This design comes from an exercise in tuning for small area on the open sky130 flow, not from production work. Function was checked by simulation only, so behaviour that the tests miss may differ from the original. Power and IR drop assume default switching activity. No driver is modelled on the clock port, so clocking that relies on it looks cheaper here than on a real chip.

==> design.v <==
package wb_pkg;
    localparam int XLEN = 32;
    localparam int REG_ADDR_W = 5;
    localparam int NUM_REGS = 32;
    typedef enum logic [2:0] {
        WB_NOP  = 3'd0,
        WB_GPR  = 3'd1,
        WB_MTHI = 3'd2,
        WB_MTLO = 3'd3,
        WB_MULT = 3'd4,
        WB_MADD = 3'd5,
        WB_MSUB = 3'd6
    } wb_op_t;
endpackage
`timescale 1ns/10ps
module wb_control (
    input  logic clk,
    input  logic reset,
    input  logic i_req,
    output logic o_ack,
    output logic o_commit
);
    typedef enum logic [1:0] {
        ST_IDLE   = 2'd0,
        ST_COMMIT = 2'd1,
        ST_ACK    = 2'd2
    } state_t;
    state_t state;
    state_t state_next;
    always_comb begin
        state_next = state;
        case (state)
            ST_IDLE: begin
                if (i_req) begin
                    state_next = ST_COMMIT;
                end
            end
            ST_COMMIT: begin
                state_next = ST_ACK;
            end
            ST_ACK: begin
                if (!i_req) begin
                    state_next = ST_IDLE;
                end
            end
            default: begin
                state_next = ST_IDLE;
            end
        endcase
    end
    always_ff @(posedge clk) begin
        if (reset) begin
            state <= ST_IDLE;
        end else begin
            state <= state_next;
        end
    end
    assign o_commit = (state == ST_COMMIT);
    assign o_ack = (state == ST_ACK);
endmodule
`timescale 1ns/10ps
module hilo_add #(
    parameter int N = 64
) (
    input  logic [N-1:0] a,
    input  logic [N-1:0] b,
    input  logic         cin,
    output logic [N-1:0] y
);
    logic [N-1:0] p;
    logic [N-1:0] g;
    logic [N-1:0] gg;
    logic [N-1:0] pp;
    always_comb begin
        p = a ^ b;
        g = a & b;
        g[0] = g[0] | (p[0] & cin);
        gg = g;
        pp = p;
        for (int d = 1; d < N; d = d * 2) begin
            for (int i = 2 * d - 1; i < N; i = i + 2 * d) begin
                gg[i] = gg[i] | (pp[i] & gg[i-d]);
                pp[i] = pp[i] & pp[i-d];
            end
        end
        for (int d = N / 4; d >= 1; d = d / 2) begin
            for (int i = 3 * d - 1; i < N; i = i + 2 * d) begin
                gg[i] = gg[i] | (pp[i] & gg[i-d]);
                pp[i] = pp[i] & pp[i-d];
            end
        end
        y[0] = p[0] ^ cin;
        for (int i = 1; i < N; i++) begin
            y[i] = p[i] ^ gg[i-1];
        end
    end
endmodule
module hilo_unit (
    input  logic                        clk,
    input  logic                        reset,
    input  logic                        i_commit,
    input  wb_pkg::wb_op_t              i_op0,
    input  wb_pkg::wb_op_t              i_op1,
    input  logic [wb_pkg::XLEN-1:0]     i_data0,
    input  logic [wb_pkg::XLEN-1:0]     i_data1,
    input  logic [2*wb_pkg::XLEN-1:0]   i_prod0,
    input  logic [2*wb_pkg::XLEN-1:0]   i_prod1,
    output logic [wb_pkg::XLEN-1:0]     o_hi,
    output logic [wb_pkg::XLEN-1:0]     o_lo
);
    localparam int W = wb_pkg::XLEN;
    logic [W-1:0]   hi_q;
    logic [W-1:0]   lo_q;
    logic           mul1, acc1, mul0, acc0;
    logic           lane1;
    logic           use_old;
    logic           sub;
    logic [2*W-1:0] a;
    logic [2*W-1:0] p;
    logic [2*W-1:0] pm;
    logic [2*W-1:0] sum;
    assign acc1 = (i_op1 == wb_pkg::WB_MADD) || (i_op1 == wb_pkg::WB_MSUB);
    assign mul1 = acc1 || (i_op1 == wb_pkg::WB_MULT);
    assign acc0 = (i_op0 == wb_pkg::WB_MADD) || (i_op0 == wb_pkg::WB_MSUB);
    assign mul0 = acc0 || (i_op0 == wb_pkg::WB_MULT);
    assign lane1   = mul1;
    assign use_old = lane1 ? acc1 : acc0;
    assign sub     = lane1 ? (i_op1 == wb_pkg::WB_MSUB) : (i_op0 == wb_pkg::WB_MSUB);
    assign pm      = lane1 ? i_prod1 : i_prod0;
    assign p       = pm ^ {2*W{sub}};
    assign a       = {hi_q, lo_q};
    hilo_add #(.N(2*W)) u_add (
        .a   (a),
        .b   (p),
        .cin (sub),
        .y   (sum)
    );
    logic hi_d1, hi_d0, hi_s, lo_d1, lo_d0, lo_s, hi_p, lo_p;
    logic hi_en, lo_en;
    always_comb begin
        hi_d1 = 1'b0; hi_d0 = 1'b0; hi_s = 1'b0; hi_p = 1'b0;
        lo_d1 = 1'b0; lo_d0 = 1'b0; lo_s = 1'b0; lo_p = 1'b0;
        if (i_op1 == wb_pkg::WB_MTHI)      hi_d1 = 1'b1;
        else if (mul1)                     begin hi_s = use_old; hi_p = !use_old; end
        else if (i_op0 == wb_pkg::WB_MTHI) hi_d0 = 1'b1;
        else if (mul0)                     begin hi_s = use_old; hi_p = !use_old; end
        if (i_op1 == wb_pkg::WB_MTLO)      lo_d1 = 1'b1;
        else if (mul1)                     begin lo_s = use_old; lo_p = !use_old; end
        else if (i_op0 == wb_pkg::WB_MTLO) lo_d0 = 1'b1;
        else if (mul0)                     begin lo_s = use_old; lo_p = !use_old; end
        if (reset) begin
            hi_d1 = 1'b0; hi_d0 = 1'b0; hi_s = 1'b0; hi_p = 1'b0;
            lo_d1 = 1'b0; lo_d0 = 1'b0; lo_s = 1'b0; lo_p = 1'b0;
        end
    end
    assign hi_en = reset || (i_commit && (hi_d1 || hi_d0 || hi_s || hi_p));
    assign lo_en = reset || (i_commit && (lo_d1 || lo_d0 || lo_s || lo_p));
    always_ff @(posedge clk) begin
        if (hi_en) begin
            hi_q <= ({W{hi_s}} & sum[2*W-1:W]) | ({W{hi_p}} & pm[2*W-1:W]) | ({W{hi_d1}} & i_data1) | ({W{hi_d0}} & i_data0);
        end
        if (lo_en) begin
            lo_q <= ({W{lo_s}} & sum[W-1:0]) | ({W{lo_p}} & pm[W-1:0]) | ({W{lo_d1}} & i_data1) | ({W{lo_d0}} & i_data0);
        end
    end
    assign o_hi = hi_q;
    assign o_lo = lo_q;
endmodule
`timescale 1ns/10ps
module gpr_file (
    input  logic                            clk,
    input  logic                            reset,
    input  logic                            i_commit,
    input  wb_pkg::wb_op_t                  i_op0,
    input  wb_pkg::wb_op_t                  i_op1,
    input  logic [wb_pkg::REG_ADDR_W-1:0]   i_rdst0,
    input  logic [wb_pkg::REG_ADDR_W-1:0]   i_rdst1,
    input  logic [wb_pkg::XLEN-1:0]         i_data0,
    input  logic [wb_pkg::XLEN-1:0]         i_data1,
    input  logic [wb_pkg::REG_ADDR_W-1:0]   i_raddr,
    output logic [wb_pkg::XLEN-1:0]         o_rdata
);
    localparam int N = wb_pkg::NUM_REGS;
    localparam int W = wb_pkg::XLEN;
    logic [W-1:0]                  regs [1:N-1];
    logic                          pv;
    logic [wb_pkg::REG_ADDR_W-1:0] pa;
    logic [W-1:0]                  pd;
    logic                          we0;
    logic                          we1;
    logic                          wen;
    logic [wb_pkg::REG_ADDR_W-1:0] waddr;
    logic [W-1:0]                  wdata;
    assign we0 = i_commit && (i_op0 == wb_pkg::WB_GPR) && (i_rdst0 != '0);
    assign we1 = i_commit && (i_op1 == wb_pkg::WB_GPR) && (i_rdst1 != '0);
    assign wen   = i_commit ? we0 : pv;
    assign waddr = i_commit ? i_rdst0 : pa;
    assign wdata = reset ? '0 : (i_commit ? i_data0 : pd);
    always_ff @(posedge clk) begin
        pv <= we1 && !reset;
        pa <= i_rdst1;
        pd <= i_data1;
    end
    for (genvar r = 1; r < N; r++) begin : g_reg
        logic wr;
        assign wr = reset || (wen && (waddr == r));
        always_ff @(posedge clk) begin
            if (wr) begin
                regs[r] <= wdata;
            end
        end
    end
    logic          hit;
    logic [W-1:0]  rdata;
    assign hit = pv && (pa == i_raddr);
    always_comb begin
        rdata = {W{hit}} & pd;
        for (int r = 1; r < N; r++) begin
            rdata = rdata | ({W{!hit && (i_raddr == r)}} & regs[r]);
        end
    end
    assign o_rdata = rdata;
endmodule
`timescale 1ns/10ps
module wb_top (
    input  logic                            clk,
    input  logic                            reset,
    input  logic                            i_req,
    output logic                            o_ack,
    input  wb_pkg::wb_op_t                  i_op0,
    input  wb_pkg::wb_op_t                  i_op1,
    input  logic [wb_pkg::REG_ADDR_W-1:0]   i_rdst0,
    input  logic [wb_pkg::REG_ADDR_W-1:0]   i_rdst1,
    input  logic [wb_pkg::XLEN-1:0]         i_data0,
    input  logic [wb_pkg::XLEN-1:0]         i_data1,
    input  logic [2*wb_pkg::XLEN-1:0]       i_prod0,
    input  logic [2*wb_pkg::XLEN-1:0]       i_prod1,
    input  logic [wb_pkg::REG_ADDR_W-1:0]   i_raddr,
    output logic [wb_pkg::XLEN-1:0]         o_rdata,
    output logic [wb_pkg::XLEN-1:0]         o_hi,
    output logic [wb_pkg::XLEN-1:0]         o_lo
);
    logic commit;
    wb_control u_control (
        .clk      (clk),
        .reset    (reset),
        .i_req    (i_req),
        .o_ack    (o_ack),
        .o_commit (commit)
    );
    hilo_unit u_hilo (
        .clk      (clk),
        .reset    (reset),
        .i_commit (commit),
        .i_op0    (i_op0),
        .i_op1    (i_op1),
        .i_data0  (i_data0),
        .i_data1  (i_data1),
        .i_prod0  (i_prod0),
        .i_prod1  (i_prod1),
        .o_hi     (o_hi),
        .o_lo     (o_lo)
    );
    gpr_file u_gpr (
        .clk      (clk),
        .reset    (reset),
        .i_commit (commit),
        .i_op0    (i_op0),
        .i_op1    (i_op1),
        .i_rdst0  (i_rdst0),
        .i_rdst1  (i_rdst1),
        .i_data0  (i_data0),
        .i_data1  (i_data1),
        .i_raddr  (i_raddr),
        .o_rdata  (o_rdata)
    );
endmodule
==> flow/run.sh <==
#!/bin/bash
# Standard synthesis and layout, with single-drive buffers on the ports
# (in place of the default delay-cell buffers) and no dummy clock loads.
set -euo pipefail
export BUFFER_PORTS_ARGS="-buffer_cell sky130_fd_sc_hd__buf_1"
export CTS_ARGS="-sink_clustering_enable -repair_clock_nets -dont_use_dummy_load -sink_clustering_size 25 -sink_clustering_max_diameter 100"
bash standard.sh finish \
    "BUFFER_PORTS_ARGS=$BUFFER_PORTS_ARGS" \
    "CTS_ARGS=$CTS_ARGS" > flow_standard.log 2>&1
==> standard.sh <==
#!/bin/bash
# synth_recipe.tcl (not shown) runs the flow's synth.tcl, then flattens the netlist and writes it again
# the make line also repeats each setting of config.mk as NAME=value (left out here)
make -C /OpenROAD-flow-scripts/flow DESIGN_CONFIG=/design/flow/config.mk WORK_HOME=/design/flow/orfs CLKGATE_MAP_FILE= SYNTH_SCRIPT=/design/flow/synth_recipe.tcl "${@:-finish}"
==> config.mk <==
export PLATFORM = sky130hd
export DESIGN_NAME = wb_top
export DESIGN_NICKNAME = wb_top
export VERILOG_FILES = /design/flow/design.v
export SDC_FILE = /design/flow/constraint.sdc
export NUM_CORES = 4
export LEC_CHECK = 0
export CAP_MARGIN = 5
export CORE_MARGIN = 2
export CORE_UTILIZATION = 60
export CTS_CLUSTER_DIAMETER = 100
export CTS_CLUSTER_SIZE = 25
export SLEW_MARGIN = 5
==> constraint.sdc <==
create_clock -name core_clock -period 7.0 [get_ports {clk}]
set_input_delay 1.4000 -clock core_clock [delete_from_list [all_inputs] [get_ports {clk}]]
set_output_delay 1.4000 -clock core_clock [all_outputs]
set_load 0.01 [all_outputs]
==> results.yml, run 1 <==
run_status:
  outcome: "no timing/DRC/antenna violations"
placement:
  placed_cell_area_sq_mm: 0.0479
  portBuffers: 312
  place.gp.congestion: 0.993
  hpwlAfterDp_um: 99100
worst_setup_path:
  crit_start: "i_raddr[4]"
  cpPeakStageDelay_ps: 710
  startpoint_type: "primary input"
  cpMostUsedCell: "buf_1"
  path_class: "primary input to output pin"
  path_buf_inv: 3
  crit_slowest_cell: "or4_1"
  crit_fanout: 32
  worstReg2RegStart: "u_hilo.lo_q[0]"
  cp.required_ps: 5600
  cp_top_family: "simple AND/OR/NAND/NOR gates"
  rr_worst_depth: 15
  end_kind: "output pin"
  crit_chain: "buf_1 > xor2_1 > nor4_4 > and2_2 > nor4_2 > buf_4 > a22o_1 > a221oi_1 > nand3_1 > or4_1 > buf_1"
  arrival_ps: 4990
  path_depth: 11
global_routing:
  grt_usage_pct: 41.2
  grt_pass1_wl_um: 221000
  grt-ovfl-total: 0
  antenna_found_initial: 9
  grt_max_degree: 70
  grt_pass1_vias: 28986
floorplan:
  dieArea_sq_mm: 0.0767
  row_count: 100
  start_util_pct: 60.3
  die_h_um: 277
  num_io_pins: 313
  coreArea_sq_mm: 0.0741
  die_x_um: 277
pwr:
  p_leak_nw: 17.1
  ir_drop_mv: 0.203
  finalPower_mw: 13.1
  p_per_area_mw_per_mm2: 265
sta:
  setup_tns_ps: 0
  setup_viol: 0
  slew_headroom_pct: 6.69
  fin_crit_sh_pct: 91.3
  post-route-min-period_ps: 6390
  rsz0062_at_grt: "false"
  finalClockSkew_ps: 100
  clock.fmax_mhz: 157
  slew_violations: 0
  tightest_slew_ps: 1400
  hold_violations: 0
clock_tree:
  cts_buffer_depth: 3
  clk_latency_ps: 690
  cts_tree: "done"
  cts_setup_buffers: 0
  ctsHoldBuffers: 0
  ctsResizeCount: 0
  h-tree-depth: 2
  cts.sinks: 1096
  cts_made_buffers: 52
  root_buffer: "clkbuf_16"
  clk_pin_slew_worst_paths_ps: 80
worst_hold_path:
  hold_path.class: "flop to flop"
  worstHoldStart: "u_control.state[0]"
  worst_hold_path.num_cells: 1
synthesis:
  async_flop_share_pct: 0
  yosys-top-cells-area: "edfxtp_1, a22oi_1, a22o_1"
  yosys.area.top_type: "edfxtp_1"
  synth_edf_count: 1056
  synth.top_cell.area_share_pct: 71.0
  syn_area_per_cell_sq_um: 16.0
  syn_nets: 3106
  netlist_instances: 2798
  synth_area_sq_mm: 0.0447
  synth_cell_type_count: 55
  synth_ff_type: "edfxtp_1"
  synthTopCellsByCount: "edfxtp_1, a22oi_1, nand2_1, clkbuf_1, a22o_1"
  synth.most_common_cell: "edfxtp_1"
  seq_area_frac_synth_pct: 72.8
  ys_warn_count: 5
  ys_ff_latch: 1096
route:
  num_vias: 30322
  wl_per_cell_um: 39.0
  dr.pass1.iters: 6
  vias_per_cell: 7.42
  wirelength_um: 159000
  drtIter0Drc: 5631
  drc: 0
  ant_nets: 0
finish:
  register_area_sq_mm: 0.0325
  synthToLayoutAreaGrowth_pct: 10.3
  fin_util_pct: 66.5
  fillers: 5241
  multi_input_area_sq_mm: 0.0119
  nets: 3423
  drive_above_1_share_pct: 9.12
  final_area_sq_mm: 0.0493
run:
  drv_cap: 0
[cells by family (layout without fill, tap and decap cells)]
logic type	count (synthesis)	count (layout)	share of synthesized area, %
buf+inv	225	540	2.02
simple gates	400	400	4.75
mux	64	64	1.44
other cells	0	6	0
compound gates	817	817	13.9
flops	1096	1096	72.8
fa+ha+maj	92	92	3.11
xor+xnor	104	104	2.04
[layer usage]
layer | GRT usage, % | up-vias | routed length, um
met5 | 0 | - | 27
li1 | - | 12033 | -
met2 | 64.9 | 2519 | 74500
met3 | 8.17 | 437 | 20900
met1 | 56.6 | 15329 | 56200
met4 | 17.6 | 4 | 7810
[report_power, final]
group          total (mW)  switching [mW]  internal [mW]
combinational        1.84            1.26          0.580
clock                3.27            1.95           1.33
sequential           7.97           0.196           7.78
total                13.1            3.40           9.68
[flip-flops by register name, summed over array words and instances (netlist names)]
signal           flops
u_hilo.lo_q         32
u_gpr.regs         992
u_gpr.pa             5
u_gpr.pd            32
u_hilo.hi_q         32
u_gpr.pv             1
u_control.state      2
[area by class of cell]
cell class,count,area share [%]
Sequential cell,1096,66.0
Tap cell,969,2.46
Multi-Input combinational cell,1477,24.1
Clock buffer,52,2.64
Antenna cell,6,0.0305
Timing Repair Buffer,426,4.33
Inverter,62,0.472
[worst paths after layout]
| kind | endpoint | slack [ps] |
|---|---|---|
| worst max-delay path | o_rdata[13] | 610 |
| worst min-delay path | u_control.state[0] | 520 |
| worst max register to register | u_hilo.hi_q[31] | 2120 |
| worst min register to register | u_control.state[0] | 520 |
[layout by cell type, fill, tap and decap left out, types with 29 or more instances in the layout]
master / count
ha_1: 60
mux2i_1: 63
or4_1: 29
clkbuf_16: 52
a22oi_1: 364
a21oi_1: 37
o21ai_0: 47
fa_1: 32
xnor2_1: 82
o221ai_1: 44
inv_1: 62
buf_1: 311
nand4_1: 55
dfxtp_1: 40
buf_4: 105
nand2_1: 100
a22o_1: 96
nand3_1: 89
edfxtp_1: 1056
a221oi_1: 95
[metrics by stage]
stage / worst slack [ps] / hold WS [ps] / instances
2_1_floorplan: 607 / 430 / 2798
3_3_place_gp: 218 / 477 / 4029
3_5_place_dp: 192 / 508 / 4029
4_1_cts: 656 / 519 / 4081
5_1_grt: 344 / 551 / 4086
6_report: 612 / 520 / 4088
==> inputs of run 2 (changes only) <==
--- a/design.v
+++ b/design.v
@@ -60,40 +60,4 @@
 endmodule
 `timescale 1ns/10ps
-module hilo_add #(
-    parameter int N = 64
-) (
-    input  logic [N-1:0] a,
-    input  logic [N-1:0] b,
-    input  logic         cin,
-    output logic [N-1:0] y
-);
-    logic [N-1:0] p;
-    logic [N-1:0] g;
-    logic [N-1:0] gg;
-    logic [N-1:0] pp;
-    always_comb begin
-        p = a ^ b;
-        g = a & b;
-        g[0] = g[0] | (p[0] & cin);
-        gg = g;
-        pp = p;
-        for (int d = 1; d < N; d = d * 2) begin
-            for (int i = 2 * d - 1; i < N; i = i + 2 * d) begin
-                gg[i] = gg[i] | (pp[i] & gg[i-d]);
-                pp[i] = pp[i] & pp[i-d];
-            end
-        end
-        for (int d = N / 4; d >= 1; d = d / 2) begin
-            for (int i = 3 * d - 1; i < N; i = i + 2 * d) begin
-                gg[i] = gg[i] | (pp[i] & gg[i-d]);
-                pp[i] = pp[i] & pp[i-d];
-            end
-        end
-        y[0] = p[0] ^ cin;
-        for (int i = 1; i < N; i++) begin
-            y[i] = p[i] ^ gg[i-1];
-        end
-    end
-endmodule
 module hilo_unit (
     input  logic                        clk,
@@ -110,4 +74,29 @@
 );
     localparam int W = wb_pkg::XLEN;
+    function automatic logic [2*W-1:0] bk_add(input logic [2*W-1:0] x, input logic [2*W-1:0] y, input logic cin);
+        logic [2*W-1:0] p, g, gg, pp, r;
+        p = x ^ y;
+        g = x & y;
+        g[0] = g[0] | (p[0] & cin);
+        gg = g;
+        pp = p;
+        for (int d = 1; d < 2*W; d = d * 2) begin
+            for (int i = 2 * d - 1; i < 2*W; i = i + 2 * d) begin
+                gg[i] = gg[i] | (pp[i] & gg[i-d]);
+                pp[i] = pp[i] & pp[i-d];
+            end
+        end
+        for (int d = W / 2; d >= 1; d = d / 2) begin
+            for (int i = 3 * d - 1; i < 2*W; i = i + 2 * d) begin
+                gg[i] = gg[i] | (pp[i] & gg[i-d]);
+                pp[i] = pp[i] & pp[i-d];
+            end
+        end
+        r[0] = p[0] ^ cin;
+        for (int i = 1; i < 2*W; i++) begin
+            r[i] = p[i] ^ gg[i-1];
+        end
+        bk_add = r;
+    endfunction
     logic [W-1:0]   hi_q;
     logic [W-1:0]   lo_q;
@@ -130,10 +119,5 @@
     assign p       = pm ^ {2*W{sub}};
     assign a       = {hi_q, lo_q};
-    hilo_add #(.N(2*W)) u_add (
-        .a   (a),
-        .b   (p),
-        .cin (sub),
-        .y   (sum)
-    );
+    assign sum = bk_add(a, p, sub);
     logic hi_d1, hi_d0, hi_s, lo_d1, lo_d0, lo_s, hi_p, lo_p;
     logic hi_en, lo_en;
@@ -212,13 +196,70 @@
     end
     logic          hit;
-    logic [W-1:0]  rdata;
+    logic [31:0]   rsel;
+    logic [W-1:0]  rsrc [32];
+    logic [10:0][W-1:0] grp_n;
     assign hit = pv && (pa == i_raddr);
+    assign rsel[0] = hit;
+    assign rsrc[0] = pd;
+    for (genvar r = 1; r < N; r++) begin : g_rsel
+        assign rsel[r] = !hit && (i_raddr == r);
+        assign rsrc[r] = regs[r];
+    end
+    for (genvar k = 0; k < 10; k++) begin : g_rd
+        gpr_rd_aoi3 u_aoi (
+            .i_d0  (rsrc[3*k]),
+            .i_d1  (rsrc[3*k+1]),
+            .i_d2  (rsrc[3*k+2]),
+            .i_s0  (rsel[3*k]),
+            .i_s1  (rsel[3*k+1]),
+            .i_s2  (rsel[3*k+2]),
+            .o_y_n (grp_n[k])
+        );
+    end
+    gpr_rd_aoi2 u_aoi2 (
+        .i_d0  (rsrc[30]),
+        .i_d1  (rsrc[31]),
+        .i_s0  (rsel[30]),
+        .i_s1  (rsel[31]),
+        .o_y_n (grp_n[10])
+    );
+    gpr_rd_nand11 u_nand (
+        .i_g_n (grp_n),
+        .o_y   (o_rdata)
+    );
+endmodule
+module gpr_rd_aoi3 (
+    input  logic [wb_pkg::XLEN-1:0] i_d0,
+    input  logic [wb_pkg::XLEN-1:0] i_d1,
+    input  logic [wb_pkg::XLEN-1:0] i_d2,
+    input  logic                    i_s0,
+    input  logic                    i_s1,
+    input  logic                    i_s2,
+    output logic [wb_pkg::XLEN-1:0] o_y_n
+);
+    assign o_y_n = ~(({wb_pkg::XLEN{i_s0}} & i_d0) |
+                     ({wb_pkg::XLEN{i_s1}} & i_d1) |
+                     ({wb_pkg::XLEN{i_s2}} & i_d2));
+endmodule
+module gpr_rd_aoi2 (
+    input  logic [wb_pkg::XLEN-1:0] i_d0,
+    input  logic [wb_pkg::XLEN-1:0] i_d1,
+    input  logic                    i_s0,
+    input  logic                    i_s1,
+    output logic [wb_pkg::XLEN-1:0] o_y_n
+);
+    assign o_y_n = ~(({wb_pkg::XLEN{i_s0}} & i_d0) |
+                     ({wb_pkg::XLEN{i_s1}} & i_d1));
+endmodule
+module gpr_rd_nand11 (
+    input  logic [10:0][wb_pkg::XLEN-1:0] i_g_n,
+    output logic [wb_pkg::XLEN-1:0] o_y
+);
     always_comb begin
-        rdata = {W{hit}} & pd;
-        for (int r = 1; r < N; r++) begin
-            rdata = rdata | ({W{!hit && (i_raddr == r)}} & regs[r]);
-        end
-    end
-    assign o_rdata = rdata;
+        o_y = '0;
+        for (int k = 0; k < 11; k++) begin
+            o_y = o_y | ~i_g_n[k];
+        end
+    end
 endmodule
 `timescale 1ns/10ps
--- a/config.mk
+++ b/config.mk
@@ -12,2 +12,4 @@
 export CTS_CLUSTER_SIZE = 25
 export SLEW_MARGIN = 5
+export SYNTH_HIERARCHICAL = 1
+export SYNTH_MINIMUM_KEEP_SIZE = 0
==> run 2 against run 1 <==
Compared with the run above: area after synthesis hardly changed; power is 1.9% lower; highest routed layer is now met4; register-to-register slack better by 350 ps; sequential cell count stayed put; combinational power is 5% lower; critical path depth is 2 lower; sequential share of layout area is 0.67 points higher; first-iteration DRC count is 18% lower; routed wire length is 25% lower; sequential power is 0.5% lower; synthesized cell count is 8.9% lower.
==> results.yml, run 2 <==
run_status:
  outcome: "no timing/DRC/antenna violations"
sta:
  fin_crit_sh_pct: 88.9
  tightest_slew_ps: 1250
  rsz0062_at_grt: "false"
  setup_viol: 0
  slew_headroom_pct: 16.3
  clock.fmax_mhz: 161
  setup_tns_ps: 0
  slew_violations: 0
  finalClockSkew_ps: 64.4
  hold_violations: 0
  post-route-min-period_ps: 6220
  fin_ws_ps: 776
clock_tree:
  ctsResizeCount: 0
  cts_buffer_depth: 3
  ctsHoldBuffers: 0
  clk_pin_slew_worst_paths_ps: 90
  cts.sinks: 1096
  clk_latency_ps: 650
  cts_made_buffers: 51
  cts_setup_buffers: 0
  h-tree-depth: 2
  root_buffer: "clkbuf_16"
  cts_tree: "done"
synthesis:
  yosys.area.top_type: "edfxtp_1"
  synth_area_sq_mm: 0.0447
  async_flop_share_pct: 0
  seq_area_frac_synth_pct: 72.8
  synth_cell_type_count: 81
  synth.top_cell.area_share_pct: 71.0
  synth_edf_count: 1056
  synthTopCellsByCount: "edfxtp_1, a222oi_1, mux2i_1, xnor2_1, buf_6"
  ys_ff_latch: 1096
  synth.most_common_cell: "edfxtp_1"
  ys_warn_count: 14
  syn_area_per_cell_sq_um: 17.5
  netlist_instances: 2549
  yosys-top-cells-area: "edfxtp_1, a222oi_1, mux2i_1"
  synth_ff_type: "edfxtp_1"
  syn_nets: 2857
worst_setup_path:
  reg2reg_slack_ps: 2470
  rr_worst_depth: 15
  worstReg2RegStart: "u_hilo.lo_q[0]"
  r2r_end: "u_hilo.hi_q[31]"
  startpoint_type: "primary input"
  crit_fanout: 19
  cp.required_ps: 5600
  end_kind: "output pin"
  arrival_ps: 4820
  path_class: "primary input to output pin"
floorplan:
  coreArea_sq_mm: 0.0741
  die_x_um: 277
  die_h_um: 277
  num_io_pins: 313
  dieArea_sq_mm: 0.0767
  start_util_pct: 60.3
  row_count: 100
finish:
  drive_above_1_share_pct: 9.92
  final_common_cell: "edfxtp_1"
  regMostFlops: "u_gpr.regs"
  synthToLayoutAreaGrowth_pct: 9.18
  final_cell_mix: "edfxtp_1, a222oi_1, buf_1"
  nets: 3172
  fin_util_pct: 65.9
  largest_reg_flops: 992
placement:
  portBuffers: 312
  place.gp.congestion: 0.921
  post-place-ws_ps: 571
  hpwlAfterDp_um: 76500
global_routing:
  grt_pass1_wl_um: 176000
  grt-ovfl-total: 0
  antenna_found_initial: 4
  grt_usage_pct: 31.0
  grt_pass1_vias: 26791
  grt_max_degree: 51
route:
  wirelength_um: 120000
  vias_per_cell: 7.00
  drc: 0
  wl_per_cell_um: 31.4
  dr.pass1.iters: 7
  ant_nets: 0
  drtIter0Drc: 4635
  num_vias: 26860
pwr:
  p_leak_nw: 16.7
  ir_drop_mv: 0.297
  p_per_area_mw_per_mm2: 263
worst_hold_path:
  worst_hold_path.num_cells: 1
  hold_path.class: "flop to flop"
  worstHoldStart: "u_control.state[1]"
  holdPathEnd: "u_control.state[0]"
run:
  drv_cap: 0
-- run 2: cell types whose count changed after synthesis, sizes merged, moves of 48 or more --
cell / before / now
a222oi: 22 / 351
a22o: 96 / 0
a22oi: 364 / 66
nand2: 101 / 37
nand3: 89 / 41
a221oi: 95 / 2
clkbuf: 99 / 34
buf: 64 / 133
-- run 2: per-module statistics from Yosys (local to each module, per instance), a selection --
module | times used | flip-flops and latches | cells inside
gpr_rd_nand11 | 1 | 0 | 128
hilo_unit | 1 | 64 | 723
wb_control | 1 | 2 | 8
gpr_rd_aoi3 | 10 | 0 | 41
gpr_file | 1 | 1030 | 1242
gpr_rd_aoi2 | 1 | 0 | 38
-- run 2: stage by stage --
step                std cells  area (sq um)  hold WS [ps]  power [mW]
floorplan                2549         44700           440        9.10
global placement         3779         47500           456        9.74
detailed placement       3779         47500           474        9.79
CTS                      3830         48800           492        12.9
global route             3833         48800           534        13.3
finish                   3835         48800           492        12.8
-- run 2: cells by family after synthesis --
family / share of synthesized area (%)
DFF: 72.8
AOI/OAI and AO/OA: 13.1
and+or+nand+nor: 3.86
buffers and inverters: 2.96
xor gates and xnor gates: 1.98
muxes: 2.21
adders and majority gates: 3.11
-- run 2: how the worst max path moves through the flow --
stage	from	endpoint	depth (start not counted)
floorplan	i_rdst0[4]	u_gpr.regs[4][0]	4
global placement	i_op1[0]	u_hilo.hi_q[31]	19
detailed placement	i_op1[0]	u_hilo.hi_q[31]	19
CTS	i_raddr[0]	o_rdata[14]	10
global route	i_raddr[1]	o_rdata[25]	9
finish	i_raddr[0]	o_rdata[25]	9
-- run 2: area by class of cell --
cell class,instances,area (sq um)
Timing Repair Buffer,429,2080
Antenna cell,4,10.0
Tap cell,969,1210
Multi-Input combinational cell,1262,11600
Clock buffer,51,1280
Inverter,24,90.1
Fill cell,5161,25300
Sequential cell,1096,32500
-- run 2: layer usage --
layer | global-route usage (%) | wire, um
met5 | 0 | 0
met4 | 8.46 | 3140
met3 | 3.65 | 10300
met2 | 52.0 | 59300
met1 | 43.5 | 47500
-- run 2: critical path, stage by stage --
cell,delay [ps]
buf_1,270
xnor2_1,170
and4_2,750
a211oi_4,300
buf_4,300
a222oi_1,570
nand4_1,390
or3_1,500
buf_1,150
-- run 2: where the power goes --
part           switching [mW]  total (mW)  leakage (nW)  internal (mW)
sequential              0.180        7.93          11.1           7.75
combinational            1.14        1.74          4.92          0.596
clock                    1.86        3.16         0.628           1.30
==> inputs of run 3 (changes only) <==
--- a/flow/run.sh
+++ b/flow/run.sh
@@ -4,5 +4,5 @@
 set -euo pipefail
 export BUFFER_PORTS_ARGS="-buffer_cell sky130_fd_sc_hd__buf_1"
-export CTS_ARGS="-sink_clustering_enable -repair_clock_nets -dont_use_dummy_load -sink_clustering_size 25 -sink_clustering_max_diameter 100"
+export CTS_ARGS="-sink_clustering_enable -repair_clock_nets -dont_use_dummy_load -sink_clustering_size 30 -sink_clustering_max_diameter 100"
 bash standard.sh finish \
     "BUFFER_PORTS_ARGS=$BUFFER_PORTS_ARGS" \
--- a/config.mk
+++ b/config.mk
@@ -10,5 +10,5 @@
 export CORE_UTILIZATION = 60
 export CTS_CLUSTER_DIAMETER = 100
-export CTS_CLUSTER_SIZE = 25
+export CTS_CLUSTER_SIZE = 30
 export SLEW_MARGIN = 5
 export SYNTH_HIERARCHICAL = 1
==> run 3 against run 2 <==
Compared with the run above: still clean; non-clock buffer count is 1 lower; area after synthesis is the same; sequential power hardly changed; via count hardly changed; sequential cell count is the same; clock power fell by 7.6%; maximum frequency increased by 1.0%; largest power group unchanged; highest routed layer unchanged.
==> results.yml, run 3 <==
clock_tree:
  cts.sinks: 1096
  clk_latency_ps: 630
  cts_made_buffers: 43
  h-tree-depth: 2
  cts_setup_buffers: 0
  cts_tree: "done"
  ctsHoldBuffers: 0
  ctsResizeCount: 0
  cts_buffer_depth: 3
  clk_pin_slew_worst_paths_ps: 110
  root_buffer: "clkbuf_16"
placement:
  portBuffers: 312
  place.gp.congestion: 0.921
  hpwlAfterDp_um: 76500
  place_inst: 3779
route:
  num_vias: 26870
  wl_met2_um: 58900
  wl_per_cell_um: 31.4
  drt-met1-wl_um: 47500
  drc: 0
  highest_layer: "met4"
  wl_met3_um: 10600
  dr.pass1.iters: 7
  ant_nets: 0
  wirelength_um: 120000
  drtIter0Drc: 4565
  vias_per_cell: 7.02
synthesis:
  synth_area_sq_mm: 0.0447
  async_flop_share_pct: 0
  synth-compound-area-share_pct: 13.1
  synth_xor_area_share_pct: 1.98
  synth_ff_type: "edfxtp_1"
  yosys.area.top_type: "edfxtp_1"
  yosys.area_share.adder_pct: 3.11
  seq_area_frac_synth_pct: 72.8
  synth_edf_count: 1056
  synth.most_common_cell: "edfxtp_1"
  netlist_instances: 2549
  synthTopCellsByCount: "edfxtp_1, a222oi_1, mux2i_1, xnor2_1, buf_6"
  syn_nets: 2857
  synth.top_cell.area_share_pct: 71.0
  synthSimpleGateAreaFrac_pct: 3.86
  synth_top_family_by_area: "compound AO/OA/AOI/OAI gates"
  yosys-mux-area-fraction_pct: 2.21
  ys_ff_latch: 1096
  synth_cell_type_count: 81
  yosys-top-cells-area: "edfxtp_1, a222oi_1, mux2i_1"
  ys_warn_count: 14
  syn_area_per_cell_sq_um: 17.5
floorplan:
  coreArea_sq_mm: 0.0741
  row_count: 100
  num_io_pins: 313
  start_util_pct: 60.3
  die_x_um: 277
  dieArea_sq_mm: 0.0767
  die_h_um: 277
finish:
  nets: 3163
  fin_cells: 3827
  largest_reg_flops: 992
  final_common_cell: "edfxtp_1"
  final_cell_mix: "edfxtp_1, a222oi_1, buf_1"
  synthToLayoutAreaGrowth_pct: 8.71
  fin_util_pct: 65.6
  drive_above_1_share_pct: 9.64
  regMostFlops: "u_gpr.regs"
global_routing:
  antenna_found_initial: 3
  grt_pass1_vias: 26707
  grt_usage_pct: 30.9
  grt-ovfl-total: 0
  grt_pass1_wl_um: 176000
  grt_max_degree: 51
worst_setup_path:
  r2r_end: "u_hilo.hi_q[31]"
  crit_fanout: 17
  cp_top_family: "simple AND/OR/NAND/NOR gates"
  path_buf_inv: 4
  path_class: "primary input to output pin"
  startpoint_type: "primary input"
  end_kind: "output pin"
  cp.required_ps: 5600
  rr_worst_depth: 15
  arrival_ps: 4760
  reg2reg_slack_ps: 2490
  cpPeakStageDelay_ps: 750
  worstReg2RegStart: "u_hilo.lo_q[0]"
  crit_slowest_cell: "and4_2"
  crit_chain: "buf_1 > xnor2_1 > and4_2 > buf_4 > a211oi_4 > buf_4 > a222oi_1 > nand3_1 > or3_1 > buf_1"
sta:
  post-route-min-period_ps: 6160
  setup_viol: 0
  finalClockSkew_ps: 49.1
  clock.fmax_mhz: 162
  setup_tns_ps: 0
  fin_crit_sh_pct: 88.0
  slew_headroom_pct: 15.7
  rsz0062_at_grt: "false"
  fin_hold_ws_ps: 495
  slew_violations: 0
  tightest_slew_ps: 1260
  hold_violations: 0
pwr:
  p_per_area_mw_per_mm2: 259
  ir_drop_mv: 0.303
  finalPower_mw: 12.6
  p_leak_nw: 16.5
run_status:
  outcome: "no timing/DRC/antenna violations"
worst_hold_path:
  hold_path.class: "flop to flop"
  holdPathEnd: "u_control.state[0]"
  worst_hold_path.num_cells: 1
  worstHoldStart: "u_control.state[1]"
run:
  drv_cap: 0
run 3: worst max-delay path by stage:
stage | cells after the start | endpoint | from
detailed placement | 19 | u_hilo.hi_q[31] | i_op1[0]
floorplan | 4 | u_gpr.regs[4][0] | i_rdst0[4]
global route | 9 | o_rdata[25] | i_raddr[1]
global placement | 19 | u_hilo.hi_q[31] | i_op1[0]
finish | 10 | o_rdata[10] | i_raddr[0]
CTS | 10 | o_rdata[14] | i_raddr[0]
run 3: worst register-to-register path: cells and delay by family, from the launching register on:
kind	cells	cell delay, ps
AO/OA/AOI/OAI	9	2040
XOR/XNOR	3	520
adder cells (fa/ha/maj)	2	900
flip-flops	1	480
multiplexers	1	320
run 3: cell families after synthesis:
logic type	after synthesis
and+or+nand+nor	308
muxes	98
buffers and inverters	191
xor gates and xnor gates	101
AOI/OAI and AO/OA	663
adders and majority gates	92
DFF	1096
run 3: area by class of cell:
cell class,instances,area (sq um)
multi-input combinational,1262,11600
inverter,24,90.1
sequential,1096,32500
tap,969,1210
antenna,5,12.5
fill,5170,25500
clock buffer,43,1080
timing repair buffer,428,2070
run 3: layer usage:
layer | GRT usage, % | up-vias
met5 | 0 | -
met4 | 8.12 | 0
met3 | 4.09 | 168
met2 | 51.4 | 1504
met1 | 43.5 | 13685
li1 | - | 11513
run 3: where the power goes:
group          internal [mW]  switching (mW)  total (mW)
logic                  0.595            1.14        1.74
registers               7.75           0.179        7.93
clock network           1.11            1.80        2.92
total                   9.46            3.12        12.6
run 3: through the flow:
step / instance area [sq um] / setup slack [ps]
5_1_grt: 48600 / 686
4_1_cts: 48600 / 879
3_3_place_gp: 47500 / 637
3_5_place_dp: 47500 / 571
6_report: 48600 / 839
2_1_floorplan: 44700 / 1130
run 3: Yosys stat by module (local to each module, per instance), excerpt:
module	copies in the design	flip-flops and latches	cell area (sq um)	cells
gpr_file	1	1030	32200	1242
hilo_unit	1	64	7260	723
gpr_rd_nand11	1	0	761	128
gpr_rd_aoi3	10	0	403	41
gpr_rd_aoi2	1	0	289	38
wb_control	1	2	90.1	8
==> inputs of run 4 (changes only) <==
--- a/flow/run.sh
+++ b/flow/run.sh
@@ -4,5 +4,5 @@
 set -euo pipefail
 export BUFFER_PORTS_ARGS="-buffer_cell sky130_fd_sc_hd__buf_1"
-export CTS_ARGS="-sink_clustering_enable -repair_clock_nets -dont_use_dummy_load -sink_clustering_size 30 -sink_clustering_max_diameter 100"
+export CTS_ARGS="-sink_clustering_enable -repair_clock_nets -dont_use_dummy_load -sink_clustering_size 20 -sink_clustering_max_diameter 80 -buf_list sky130_fd_sc_hd__clkbuf_8"
 bash standard.sh finish \
     "BUFFER_PORTS_ARGS=$BUFFER_PORTS_ARGS" \
--- a/config.mk
+++ b/config.mk
@@ -9,6 +9,7 @@
 export CORE_MARGIN = 2
 export CORE_UTILIZATION = 60
-export CTS_CLUSTER_DIAMETER = 100
-export CTS_CLUSTER_SIZE = 30
+export CTS_BUF_LIST = sky130_fd_sc_hd__clkbuf_8
+export CTS_CLUSTER_DIAMETER = 80
+export CTS_CLUSTER_SIZE = 20
 export SLEW_MARGIN = 5
 export SYNTH_HIERARCHICAL = 1
==> run 4 against run 3 <==
Compared with the run above: die area did not move; power fell by 1.6%; register-to-register slack improved by 20 ps; non-clock buffer count did not move; critical path depth fell by 1; final area fell by 0.29%; maximum frequency fell by 0.34%.
==> results.yml, run 4 <==
route:
  vias_per_cell: 7.00
  drtIter0Drc: 4404
  num_vias: 26947
  wl_per_cell_um: 31.3
  drc: 0
  dr.pass1.iters: 7
  ant_nets: 0
  wirelength_um: 120000
finish:
  synthToLayoutAreaGrowth_pct: 8.39
  fillers: 5209
  fin_cells: 3851
  fin_util_pct: 65.4
  nets: 3188
  drive_above_1_share_pct: 10.4
  final_common_cell: "edfxtp_1"
  register_area_sq_mm: 0.0325
  multi_input_area_sq_mm: 0.0116
  regMostFlops: "u_gpr.regs"
  largest_reg_flops: 992
  final_area_sq_mm: 0.0484
  final_cell_mix: "edfxtp_1, a222oi_1, buf_1"
global_routing:
  grt_pass1_vias: 26891
  grt_pass1_wl_um: 176000
  grt_max_degree: 51
  grt_usage_pct: 31.1
  grt-ovfl-total: 0
  antenna_found_initial: 7
floorplan:
  dieArea_sq_mm: 0.0767
  die_x_um: 277
  die_h_um: 277
  num_io_pins: 313
  coreArea_sq_mm: 0.0741
  row_count: 100
  start_util_pct: 60.3
sta:
  fin_crit_sh_pct: 88.3
  fin_hold_ws_ps: 498
  slew_headroom_pct: 16.7
  slew_violations: 0
  setup_viol: 0
  fin_ws_ps: 818
  tightest_slew_ps: 1250
  finalClockSkew_ps: 59.2
  rsz0062_at_grt: "false"
  post-route-min-period_ps: 6180
  hold_violations: 0
  setup_tns_ps: 0
  clock.fmax_mhz: 162
pwr:
  ir_drop_mv: 0.209
  switching_share_pct: 25.4
  p_leak_nw: 16.5
  finalPower_mw: 12.4
  internal-power_mw: 9.23
  p_sw_mw: 3.15
  p_per_area_mw_per_mm2: 256
  p_comb_share_pct: 14.0
  p_clk_share_pct: 21.9
  seqPwrFrac_pct: 64.1
placement:
  placed_cell_area_sq_mm: 0.0475
  post-place-ws_ps: 571
  place.gp.congestion: 0.921
  portBuffers: 312
  place_inst: 3779
  hpwlAfterDp_um: 76500
worst_setup_path:
  path_buf_inv: 3
  crit_fanout: 24
  cp_top_family: "simple AND/OR/NAND/NOR gates"
  end_kind: "output pin"
  startpoint_type: "primary input"
  cpPeakStageDelay_ps: 750
  crit_slowest_cell: "and4_2"
  cp.required_ps: 5600
  path_class: "primary input to output pin"
  arrival_ps: 4780
  crit_chain: "buf_1 > xnor2_1 > and4_2 > a211oi_4 > buf_4 > a222oi_1 > nand4_1 > or3_1 > buf_1"
  cpMostUsedCell: "buf_1"
synthesis:
  netlist_instances: 2549
  syn_area_per_cell_sq_um: 17.5
  ys_ff_latch: 1096
  synth.top_cell.area_share_pct: 71.0
  yosys-top-cells-area: "edfxtp_1, a222oi_1, mux2i_1"
  synth_area_sq_mm: 0.0447
  synth_ff_type: "edfxtp_1"
  syn_nets: 2857
  synth.most_common_cell: "edfxtp_1"
  synth_cell_type_count: 81
  yosys.area.top_type: "edfxtp_1"
  seq_area_frac_synth_pct: 72.8
  async_flop_share_pct: 0
  synth_edf_count: 1056
  ys_warn_count: 14
  synthTopCellsByCount: "edfxtp_1, a222oi_1, mux2i_1, xnor2_1, buf_6"
clock_tree:
  cts_setup_buffers: 0
  root_buffer: "clkbuf_8"
  ctsHoldBuffers: 0
  clk_pin_slew_worst_paths_ps: 120
  h-tree-depth: 3
  cts_tree: "done"
  cts_buffer_depth: 3
  ctsResizeCount: 0
  cts.sinks: 1096
  clk_latency_ps: 700
  cts_made_buffers: 68
worst_hold_path:
  hold_path.class: "flop to flop"
run_status:
  outcome: "no timing/DRC/antenna violations"
run:
  drv_cap: 0
-- run 4: layout make-up --
| class | instances | area share, % |
|---|---|---|
| inverters | 24 | 0.186 |
| clock buffers | 68 | 1.93 |
| multi-input cells | 1262 | 24.0 |
| flip-flops and latches | 1096 | 67.1 |
| well taps | 969 | 2.50 |
| repair buffers | 428 | 4.27 |
| diodes | 4 | 0.0207 |
-- run 4: per-module statistics from Yosys, one instance, submodules excluded, a selection --
module         flip-flops and latches  area, sq um
gpr_file                         1030        32200
gpr_rd_aoi2                         0          289
gpr_rd_aoi3                         0          403
gpr_rd_nand11                       0          761
hilo_unit                          64         7260
wb_control                          2         90.1
-- run 4: worst paths after layout --
| kind | start | end | slack, ps | cells past startpoint |
|---|---|---|---|---|
| max | i_raddr[0] | o_rdata[30] | 820 | 9 |
| min | u_control.state[1] | u_control.state[0] | 500 | 1 |
| max reg2reg | u_hilo.lo_q[0] | u_hilo.hi_q[31] | 2510 | 15 |
| min reg2reg | u_control.state[1] | u_control.state[0] | 500 | 1 |
-- run 4: logic make-up (layout without fill, tap and decap cells) --
kind of cell	count (synthesis)	count (layout)	synth area share (%)
buffers and inverters	191	520	2.96
adders and majority gates	92	92	3.11
and+or+nand+nor	308	308	3.86
AOI/OAI and AO/OA	663	663	13.1
muxes	98	98	2.21
other	0	4	0
xor gates and xnor gates	101	101	1.98
DFF	1096	1096	72.8
-- run 4: routing by layer --
metal	global-route usage [%]	part of all wire [%]
met1	43.5	39
met2	51.6	49
met3	3.76	8.8
met4	9.77	2.8
met5	0	0
-- run 4: power by group through the flow --
stage / registers, mW / clock network [mW] / logic (mW)
floorplan: 8.06 / 0 / 1.04
global placement: 8.05 / 0 / 1.69
detailed placement: 8.08 / 0 / 1.72
CTS: 7.93 / 2.77 / 1.73
global route: 7.97 / 2.98 / 1.90
finish: 7.93 / 2.71 / 1.74
==> inputs of run 5 (changes only) <==
==> flow/run.sh (replaced) <==
#!/bin/bash
# Standard synthesis and layout, with single-drive buffers on the ports
# (in place of the default delay-cell buffers), no dummy clock loads, and
# power recovery (downsizing gates off the critical paths) after global route.
set -euo pipefail
export BUFFER_PORTS_ARGS="-buffer_cell sky130_fd_sc_hd__buf_1"
export CTS_ARGS="-sink_clustering_enable -repair_clock_nets -dont_use_dummy_load -sink_clustering_size 20 -sink_clustering_max_diameter 80 -buf_list sky130_fd_sc_hd__clkbuf_8"
bash standard.sh finish \
    "BUFFER_PORTS_ARGS=$BUFFER_PORTS_ARGS" \
    "CTS_ARGS=$CTS_ARGS" \
    "RECOVER_POWER=100" > flow_standard.log 2>&1
==> run 5 against run 4 <==
Compared with the run above: now fails the layout checks on capacitance limit, slew limit; clock power barely moved; global-route usage did not move; clock-buffer cell count did not move; core utilization shrank 0.56 points; worst hold slack worse by 3.7 ps; register-to-register slack lost 260 ps; non-clock buffer count stayed put; final area fell by 0.86%; via count is 0.32% higher; area after synthesis did not move; highest routed layer unchanged.
==> results.yml, run 5 <==
placement:
  portBuffers: 312
  hpwlAfterDp_um: 76500
  place_inst: 3779
  placed_cell_area_sq_mm: 0.0475
  place.gp.congestion: 0.921
clock_tree:
  cts_setup_buffers: 0
  root_buffer: "clkbuf_8"
  cts.sinks: 1096
  cts_made_buffers: 68
  ctsResizeCount: 0
  cts_buffer_depth: 3
  ctsHoldBuffers: 0
  clk_pin_slew_worst_paths_ps: 120
  clk_latency_ps: 690
  cts_tree: "done"
  h-tree-depth: 3
finish:
  largest_reg_flops: 992
  synthToLayoutAreaGrowth_pct: 7.45
  drive_above_1_share_pct: 8.23
  fin_util_pct: 64.8
  nets: 3188
  final_area_sq_mm: 0.0480
  fin_cells: 3852
  final_cell_mix: "edfxtp_1, a222oi_1, buf_1"
  final_common_cell: "edfxtp_1"
  regMostFlops: "u_gpr.regs"
global_routing:
  antenna_found_initial: 7
  grt_max_degree: 51
  grt_pass1_vias: 26891
  grt_usage_pct: 31.1
  grt_pass1_wl_um: 176000
  grt-ovfl-total: 0
synthesis:
  synth.most_common_cell: "edfxtp_1"
  synth.top_cell.area_share_pct: 71.0
  ys_ff_latch: 1096
  yosys-top-cells-area: "edfxtp_1, a222oi_1, mux2i_1"
  synthTopCellsByCount: "edfxtp_1, a222oi_1, mux2i_1, xnor2_1, buf_6"
  synth_edf_count: 1056
  seq_area_frac_synth_pct: 72.8
  ys_warn_count: 14
  netlist_instances: 2549
  synth_area_sq_mm: 0.0447
  synth_ff_type: "edfxtp_1"
  async_flop_share_pct: 0
  syn_nets: 2857
  yosys.area.top_type: "edfxtp_1"
  synth_cell_type_count: 81
  syn_area_per_cell_sq_um: 17.5
worst_setup_path:
  crit_end: "o_rdata[27]"
  r2r_end: "u_hilo.hi_q[23]"
  rr_worst_depth: 14
  reg2reg_slack_ps: 2250
  worstReg2RegStart: "u_hilo.lo_q[0]"
  crit_start: "i_raddr[0]"
  startpoint_type: "primary input"
  crit_fanout: 32
  arrival_ps: 5130
  path_class: "primary input to output pin"
  cp.required_ps: 5600
  end_kind: "output pin"
floorplan:
  num_io_pins: 313
  die_h_um: 277
  coreArea_sq_mm: 0.0741
  die_x_um: 277
  row_count: 100
  start_util_pct: 60.3
  dieArea_sq_mm: 0.0767
run_status:
  violatedChecks: "capacitance limit, slew limit"
  outcome: "complete, but fails checks"
route:
  ant_nets: 0
  wl_met2_um: 58900
  wl_met3_um: 10400
  wirelength_um: 121000
  drc: 0
  vias_per_cell: 7.02
  highest_layer: "met4"
  num_vias: 27032
  dr.pass1.iters: 9
  drt-met1-wl_um: 48000
  drtIter0Drc: 4407
  wl_per_cell_um: 31.3
pwr:
  ir_drop_mv: 0.209
  p_per_area_mw_per_mm2: 258
  p_leak_nw: 16.3
  finalPower_mw: 12.4
sta:
  hold_violations: 0
  clock.fmax_mhz: 153
  rsz0062_at_grt: "false"
  finalClockSkew_ps: 59.8
  tightest_slew_ps: 2560
  post-route-min-period_ps: 6530
  setup_viol: 0
  fin_crit_sh_pct: 93.2
  slew_violations: 586
  slew_headroom_pct: -70.6
  setup_tns_ps: 0
run:
  drv_cap: 18
worst_hold_path:
  hold_path.class: "flop to flop"
==> run 5: cell type report <==
class	count	area [sq um]
flip-flops and latches	1096	32500
fillers	5298	26100
diodes	5	12.5
multi-input cells	1262	11400
well taps	969	1210
repair buffers	428	1850
inverters	24	90.1
clock buffers	68	936
==> run 5: Yosys stat by module, one instance, submodules excluded, excerpt <==
module	flops+latches	cells	cell area, sq um
gpr_file	1030	1242	32200
hilo_unit	64	723	7260
wb_control	2	8	90.1
gpr_rd_nand11	0	128	761
gpr_rd_aoi3	0	41	403
gpr_rd_aoi2	0	38	289
==> run 5: metrics by stage <==
step	hold slack, ps	worst slack (ps)
detailed placement	474	571
global placement	456	637
global route	531	360
CTS	496	877
floorplan	440	1130
finish	494	473
==> run 5: per-layer routing <==
layer  vias up  global-route usage (%)
li1      11534                       -
met1     13743                    43.5
met2      1562                    51.6
met3       193                    3.76
met4         0                    9.77
met5         -                       0
==> run 5: cell families (layout without fill, tap and decap cells) <==
logic type	count (synthesis)	in the layout	share of synthesized area, %
flops	1096	1096	72.8
compound gates	663	663	13.1
simple gates	308	308	3.86
buf+inv	191	520	2.96
xor+xnor	101	101	1.98
mux	98	98	2.21
fa+ha+maj	92	92	3.11
other cells	0	5	0
==> run 5: how the worst min path moves through the flow <==
stage	start	endpoint	slack, ps	depth (start not counted)
2_1_floorplan	u_control.state[0]	u_control.state[0]	440	1
3_3_place_gp	u_control.state[0]	u_control.state[0]	460	1
3_5_place_dp	u_control.state[0]	u_control.state[0]	470	1
4_1_cts	u_control.state[1]	u_control.state[0]	500	1
5_1_grt	u_control.state[1]	u_control.state[0]	530	1
6_report	u_control.state[1]	u_control.state[0]	490	1
==> run 5: critical path, stage by stage <==
cell and delay [ps]:
buf_1 270, xnor2_1 170, and4_2 740, buf_4 370, a211oi_1 120, clkbuf_2 610, a222oi_1 600, nand4_1 240
or3_1 430, buf_1 150
==> run 5: power by group <==
| part | leakage (nW) | switching (mW) | internal [mW] | total [mW] |
|---|---|---|---|---|
| Combinational | 4.67 | 1.13 | 0.575 | 1.71 |
| Sequential | 11.1 | 0.179 | 7.77 | 7.95 |
| Clock | 0.489 | 1.83 | 0.883 | 2.72 |
| Total | 16.3 | 3.14 | 9.22 | 12.4 |
==> inputs of run 6 (changes only) <==
--- a/flow/run.sh
+++ b/flow/run.sh
@@ -5,5 +5,5 @@
 set -euo pipefail
 export BUFFER_PORTS_ARGS="-buffer_cell sky130_fd_sc_hd__buf_1"
-export CTS_ARGS="-sink_clustering_enable -repair_clock_nets -dont_use_dummy_load -sink_clustering_size 20 -sink_clustering_max_diameter 80 -buf_list sky130_fd_sc_hd__clkbuf_8"
+export CTS_ARGS="-sink_clustering_enable -repair_clock_nets -dont_use_dummy_load -sink_clustering_size 18 -sink_clustering_max_diameter 70 -buf_list sky130_fd_sc_hd__clkbuf_8"
 bash standard.sh finish \
     "BUFFER_PORTS_ARGS=$BUFFER_PORTS_ARGS" \
--- a/config.mk
+++ b/config.mk
@@ -10,6 +10,6 @@
 export CORE_UTILIZATION = 60
 export CTS_BUF_LIST = sky130_fd_sc_hd__clkbuf_8
-export CTS_CLUSTER_DIAMETER = 80
-export CTS_CLUSTER_SIZE = 20
+export CTS_CLUSTER_DIAMETER = 70
+export CTS_CLUSTER_SIZE = 18
 export SLEW_MARGIN = 5
 export SYNTH_HIERARCHICAL = 1
==> run 6 against run 5 <==
Compared with the run above: the layout still fails its checks (capacitance limit, slew limit); largest power group unchanged; combinational power about the same; clock-buffer cell count increased by 7; cell count increased by 0.18%; critical path depth unchanged; worst hold slack improved by 3.6 ps; final area increased by 0.24%; first-iteration DRC count decreased by 1.5%; routed wire length about the same; via count decreased by 0.30%; power increased by 0.88%.
==> results.yml, run 6 <==
run_status:
  outcome: "complete, but fails checks"
  violatedChecks: "capacitance limit, slew limit"
route:
  vias_per_cell: 6.98
  num_vias: 26952
  dr.pass1.iters: 9
  wirelength_um: 121000
  drc: 0
  highest_layer: "met4"
  drt-met1-wl_um: 47400
  wl_per_cell_um: 31.3
  wl_met2_um: 59100
  wl_met3_um: 10900
  drtIter0Drc: 4340
  ant_nets: 0
pwr:
  p_clk_share_pct: 22.6
  p_per_area_mw_per_mm2: 259
  seqPwrFrac_pct: 63.7
  p_leak_nw: 16.3
  switching_share_pct: 25.4
  internal-power_mw: 9.31
  p_sw_mw: 3.17
  ir_drop_mv: 0.212
  p_comb_share_pct: 13.7
sta:
  fin_ws_ps: 520
  slew_headroom_pct: -69.8
  setup_tns_ps: 0
  tightest_slew_ps: 2550
  setup_viol: 0
  rsz0062_at_grt: "false"
  hold_violations: 0
  finalClockSkew_ps: 89.4
  fin_crit_sh_pct: 92.6
  clock.fmax_mhz: 154
  post-route-min-period_ps: 6480
  slew_violations: 554
clock_tree:
  h-tree-depth: 3
  clk_pin_slew_worst_paths_ps: 110
  cts_tree: "done"
  clk_latency_ps: 700
  ctsHoldBuffers: 0
  cts_made_buffers: 75
  ctsResizeCount: 0
  root_buffer: "clkbuf_8"
  cts_setup_buffers: 0
  cts_buffer_depth: 3
  cts.sinks: 1096
worst_setup_path:
  cpPeakStageDelay_ps: 740
  crit_chain: "buf_1 > xnor2_1 > and4_2 > buf_4 > a211oi_4 > clkbuf_2 > a222oi_1 > nand3_1 > or3_1 > buf_1"
  cp.required_ps: 5600
  crit_fanout: 31
  arrival_ps: 5080
  rr_worst_depth: 14
  cp_top_family: "buffers and inverters"
  r2r_end: "u_hilo.hi_q[15]"
  crit_slowest_cell: "and4_2"
  worstReg2RegStart: "u_hilo.lo_q[0]"
  path_buf_inv: 4
  end_kind: "output pin"
  startpoint_type: "primary input"
  reg2reg_slack_ps: 2230
  cpMostUsedCell: "buf_1"
  path_class: "primary input to output pin"
worst_hold_path:
  holdPathEnd: "u_control.state[0]"
  hold_path.class: "flop to flop"
  worst_hold_path.num_cells: 1
  worstHoldStart: "u_control.state[0]"
finish:
  register_area_sq_mm: 0.0325
  multi_input_area_sq_mm: 0.0114
  regMostFlops: "u_gpr.regs"
  synthToLayoutAreaGrowth_pct: 7.71
  final_cell_mix: "edfxtp_1, a222oi_1, buf_1"
  largest_reg_flops: 992
  fillers: 5238
  drive_above_1_share_pct: 8.49
  final_common_cell: "edfxtp_1"
  nets: 3195
  final_area_sq_mm: 0.0481
placement:
  hpwlAfterDp_um: 76500
  post-place-ws_ps: 571
  placed_cell_area_sq_mm: 0.0475
  place.gp.congestion: 0.921
  portBuffers: 312
floorplan:
  num_io_pins: 313
  dieArea_sq_mm: 0.0767
  die_x_um: 277
  start_util_pct: 60.3
  die_h_um: 277
  coreArea_sq_mm: 0.0741
  row_count: 100
global_routing:
  grt_pass1_vias: 26979
  grt_max_degree: 51
  grt_usage_pct: 31.1
  grt-ovfl-total: 0
  antenna_found_initial: 7
  grt_pass1_wl_um: 176000
synthesis:
  syn_nets: 2857
  synth.most_common_cell: "edfxtp_1"
  synth_ff_type: "edfxtp_1"
  ys_ff_latch: 1096
  seq_area_frac_synth_pct: 72.8
  yosys.area.top_type: "edfxtp_1"
  synthTopCellsByCount: "edfxtp_1, a222oi_1, mux2i_1, xnor2_1, buf_6"
  async_flop_share_pct: 0
  synth_edf_count: 1056
  syn_area_per_cell_sq_um: 17.5
  synth_area_sq_mm: 0.0447
  netlist_instances: 2549
  yosys-top-cells-area: "edfxtp_1, a222oi_1, mux2i_1"
  synth.top_cell.area_share_pct: 71.0
  ys_warn_count: 14
  synth_cell_type_count: 81
run:
  drv_cap: 17
==> run 6: area by class of cell <==
cell class | count | share of cell area [%]
Antenna cell | 5 | 0.0260
Clock buffer | 75 | 2.14
Inverter | 24 | 0.187
Multi-Input combinational cell | 1262 | 23.7
Sequential cell | 1096 | 67.6
Tap cell | 969 | 2.52
Timing Repair Buffer | 428 | 3.85
==> run 6: worst max path at each step <==
stage,from,end,slack (ps),cells past startpoint
final,i_raddr[0],o_rdata[1],520,10
after global routing,i_raddr[1],o_rdata[6],390,10
after CTS,i_raddr[0],o_rdata[14],880,10
after detailed placement,i_op1[0],u_hilo.hi_q[31],570,19
after global placement,i_op1[0],u_hilo.hi_q[31],640,19
after floorplan,i_rdst0[4],u_gpr.regs[4][0],1130,4
==> run 6: cell families (layout without fill, tap and decap cells) <==
kind of cell,count (synthesis),after routing,share of synthesized area [%]
AO/OA/AOI/OAI,663,663,13.1
XOR/XNOR,101,101,1.98
adder cells (fa/ha/maj),92,92,3.11
buffers and inverters,191,527,2.96
flip-flops,1096,1096,72.8
multiplexers,98,98,2.21
other,0,5,0
AND/OR/NAND/NOR,308,308,3.86
==> run 6: power by group through the flow <==
stage	combinational [mW]	clock [mW]	sequential, mW
6_report	1.71	2.82	7.95
3_5_place_dp	1.72	0	8.08
4_1_cts	1.73	2.88	7.93
2_1_floorplan	1.04	0	8.06
3_3_place_gp	1.69	0	8.05
5_1_grt	1.87	3.08	7.99
==> run 6: modules after synthesis, one instance, submodules excluded, a selection <==
module | cells inside | flip-flops and latches | times used | area (sq um)
gpr_file | 1242 | 1030 | 1 | 32200
hilo_unit | 723 | 64 | 1 | 7260
gpr_rd_nand11 | 128 | 0 | 1 | 761
gpr_rd_aoi3 | 41 | 0 | 10 | 403
gpr_rd_aoi2 | 38 | 0 | 1 | 289
wb_control | 8 | 2 | 1 | 90.1
==> run 6: routing by layer <==
layer / GRT usage (%) / vias to the layer above
met5: 0 / -
li1: - / 11551
met3: 4.17 / 189
met2: 51.5 / 1601
met1: 43.5 / 13611
met4: 9.46 / 0
==> run 6: through the flow <==
step,power (mW),cells,util (%),hold slack (ps)
floorplan,9.10,2549,-,440
global placement,9.74,3779,64.1,456
detailed placement,9.79,3779,64.1,474
CTS,12.5,3854,65.5,494
global route,12.9,3857,65.0,529
finish,12.5,3859,65.0,498
==> inputs of run 7 (changes only) <==
==> flow/run.sh (replaced) <==
#!/bin/bash
# Standard synthesis and layout, with single-drive buffers on the ports
# (in place of the default delay-cell buffers) and no dummy clock loads.
set -euo pipefail
export BUFFER_PORTS_ARGS="-buffer_cell sky130_fd_sc_hd__buf_1"
export CTS_ARGS="-sink_clustering_enable -repair_clock_nets -dont_use_dummy_load -sink_clustering_size 18 -sink_clustering_max_diameter 70 -buf_list sky130_fd_sc_hd__clkbuf_8"
bash standard.sh finish \
    "BUFFER_PORTS_ARGS=$BUFFER_PORTS_ARGS" \
    "CTS_ARGS=$CTS_ARGS" > flow_standard.log 2>&1
==> run 7 against run 6 <==
Compared with the run above: now clean on timing, DRC and antenna; global-route usage is the same; clock skew grew 4.3 ps; largest cell class unchanged; maximum frequency grew 5.1%; die area is the same; clock-buffer cell count is the same; power is essentially flat; sequential power is essentially flat; sequential cell count is the same; critical endpoint is now o_rdata[30]; final area grew 0.83%; critical path depth shrank 1.
==> results.yml, run 7 <==
synthesis:
  synthTopCellsByCount: "edfxtp_1, a222oi_1, mux2i_1, xnor2_1, buf_6"
  ys_warn_count: 14
  synth_cell_type_count: 81
  synth_ff_type: "edfxtp_1"
  synth.top_cell.area_share_pct: 71.0
  yosys-top-cells-area: "edfxtp_1, a222oi_1, mux2i_1"
  netlist_instances: 2549
  syn_area_per_cell_sq_um: 17.5
  yosys.area.top_type: "edfxtp_1"
  synth_edf_count: 1056
  async_flop_share_pct: 0
  ys_ff_latch: 1096
  synth_area_sq_mm: 0.0447
  synth.most_common_cell: "edfxtp_1"
  seq_area_frac_synth_pct: 72.8
  syn_nets: 2857
worst_setup_path:
  crit_chain: "buf_1 > xnor2_1 > and4_2 > a211oi_4 > buf_4 > a222oi_1 > nand4_1 > or3_1 > buf_1"
  crit_start: "i_raddr[0]"
  arrival_ps: 4760
  rr_worst_depth: 15
  startpoint_type: "primary input"
  cpPeakStageDelay_ps: 740
  cp.required_ps: 5600
  path_buf_inv: 3
  r2r_end: "u_hilo.hi_q[31]"
  end_kind: "output pin"
  crit_fanout: 24
  reg2reg_slack_ps: 2530
  path_class: "primary input to output pin"
  cpMostUsedCell: "buf_1"
  crit_slowest_cell: "and4_2"
  worstReg2RegStart: "u_hilo.lo_q[0]"
  cp_top_family: "simple AND/OR/NAND/NOR gates"
floorplan:
  num_io_pins: 313
  coreArea_sq_mm: 0.0741
  row_count: 100
  dieArea_sq_mm: 0.0767
  start_util_pct: 60.3
  die_h_um: 277
  die_x_um: 277
clock_tree:
  root_buffer: "clkbuf_8"
  clk_latency_ps: 710
  cts_buffer_depth: 3
  cts.sinks: 1096
  cts_tree: "done"
  ctsResizeCount: 0
  cts_setup_buffers: 0
  cts_made_buffers: 75
  ctsHoldBuffers: 0
  clk_pin_slew_worst_paths_ps: 110
  h-tree-depth: 3
sta:
  setup_viol: 0
  hold_violations: 0
  rsz0062_at_grt: "false"
  fin_hold_ws_ps: 495
  slew_violations: 0
  post-route-min-period_ps: 6160
  setup_tns_ps: 0
  fin_crit_sh_pct: 88.1
  tightest_slew_ps: 1250
  finalClockSkew_ps: 93.7
  clock.fmax_mhz: 162
  slew_headroom_pct: 16.9
pwr:
  p_per_area_mw_per_mm2: 257
  p_leak_nw: 16.6
  ir_drop_mv: 0.211
finish:
  fillers: 5152
  regMostFlops: "u_gpr.regs"
  nets: 3195
  fin_cells: 3859
  synthToLayoutAreaGrowth_pct: 8.61
  fin_util_pct: 65.5
  final_area_sq_mm: 0.0485
  drive_above_1_share_pct: 10.6
  register_area_sq_mm: 0.0325
  largest_reg_flops: 992
  multi_input_area_sq_mm: 0.0116
  final_cell_mix: "edfxtp_1, a222oi_1, buf_1"
  final_common_cell: "edfxtp_1"
route:
  vias_per_cell: 6.99
  drtIter0Drc: 4341
  num_vias: 26989
  ant_nets: 0
  wl_per_cell_um: 31.3
  wirelength_um: 121000
  dr.pass1.iters: 10
  drc: 0
worst_hold_path:
  worstHoldStart: "u_control.state[1]"
  hold_path.class: "flop to flop"
  worst_hold_path.num_cells: 1
  holdPathEnd: "u_control.state[0]"
placement:
  portBuffers: 312
  place_inst: 3779
  place.gp.congestion: 0.921
  placed_cell_area_sq_mm: 0.0475
  hpwlAfterDp_um: 76500
global_routing:
  antenna_found_initial: 7
  grt-ovfl-total: 0
  grt_pass1_vias: 26979
  grt_max_degree: 51
  grt_pass1_wl_um: 176000
  grt_usage_pct: 31.1
run_status:
  outcome: "no timing/DRC/antenna violations"
run:
  drv_cap: 0
-- run 7: cell counts after synthesis --
No cell type changed its count.
-- run 7: layout make-up --
cell class | count | share of cell area, %
Antenna cell | 5 | 0.0258
Clock buffer | 75 | 2.13
Inverter | 24 | 0.186
Multi-Input combinational cell | 1262 | 23.9
Sequential cell | 1096 | 67.0
Tap cell | 969 | 2.50
Timing Repair Buffer | 428 | 4.26
-- run 7: power by group --
| group | internal (mW) | switching [mW] |
|---|---|---|
| combinational | 0.596 | 1.14 |
| clock | 0.967 | 1.86 |
| sequential | 7.75 | 0.179 |
| total | 9.31 | 3.17 |
-- run 7: Yosys stat by module, one instance, submodules excluded, excerpt --
module	cell area, sq um	copies in the design	cells
gpr_rd_nand11	761	1	128
gpr_rd_aoi2	289	1	38
wb_control	90.1	1	8
gpr_rd_aoi3	403	10	41
gpr_file	32200	1	1242
hilo_unit	7260	1	723
-- run 7: per-layer routing --
| layer | GRT usage (%) | up-vias | wire length, um |
|---|---|---|---|
| li1 | - | 11560 | - |
| met1 | 43.5 | 13590 | 47100 |
| met2 | 51.5 | 1661 | 59200 |
| met3 | 4.17 | 178 | 11200 |
| met4 | 9.46 | 0 | 3110 |
| met5 | 0 | - | 0 |
-- run 7: per-stage QoR --
| step | setup WS [ps] | total power, mW |
|---|---|---|
| floorplan | 1130 | 9.10 |
| global placement | 637 | 9.74 |
| detailed placement | 571 | 9.79 |
| CTS | 878 | 12.5 |
| global route | 686 | 12.9 |
| finish | 836 | 12.5 |
-- run 7: worst register-to-register path: cells and delay by family (launching register included) --
kind	cells	cell delay [ps]
compound gates	9	2020
fa+ha+maj	2	900
xor+xnor	3	520
mux	1	320
flops	1	470
-- run 7: kinds of logic (layout without fill, tap and decap cells) --
family                     Yosys count  count (layout)  synth area share, %
AOI/OAI and AO/OA                  663             663                 13.1
xor gates and xnor gates           101             101                 1.98
and+or+nand+nor                    308             308                 3.86
other                                0               5                    0
buffers and inverters              191             527                 2.96
muxes                               98              98                 2.21
adders and majority gates           92              92                 3.11
DFF                               1096            1096                 72.8
-- run 7: how the worst max path moves through the flow --
stage / end / slack (ps) / depth (start not counted)
finish: o_rdata[30] / 840 / 9
global route: o_rdata[25] / 690 / 9
CTS: o_rdata[14] / 880 / 10
detailed placement: u_hilo.hi_q[31] / 570 / 19
global placement: u_hilo.hi_q[31] / 640 / 19
floorplan: u_gpr.regs[4][0] / 1130 / 4

-- separate check: timing with driven ports --
No port has a modelled driver above. Below, the same layouts with a new extraction and two added sets of constraints.
Step 1, drivers: a clkbuf_16 drives clk and a buf_2 each remaining input, both assumed.
Step 2 also shifts input and output timing later by t, the mid clock arrival at the registers, as if the neighbouring blocks saw the same clock.
a / b / c = ideal ports / drivers / drivers and shift; a / b = the first two.
run	t (ns)	slack for setup (ns)	hold slack, ns
run 1	0.697	0.612 / 0.529 / 0.032	0.520 / 0.520 / 0.520
run 2	0.689	0.776 / 0.747 / 0.474	0.492 / 0.492 / 0.492
run 3	0.675	0.839 / 0.811 / 0.465	0.495 / 0.495 / 0.495
run 4	0.734	0.818 / 0.789 / 0.458	0.498 / 0.498 / 0.498
run 5	0.728	0.473 / 0.441 / 0.046	0.494 / 0.494 / 0.494
run 6	0.733	0.520 / 0.488 / -0.003	0.498 / 0.498 / 0.498
run 7	0.734	0.836 / 0.807 / 0.494	0.495 / 0.495 / 0.495
For run 1, which loses most, drivers alone change the setup slack by -0.083 ns; drivers and shift together by -0.580 ns.
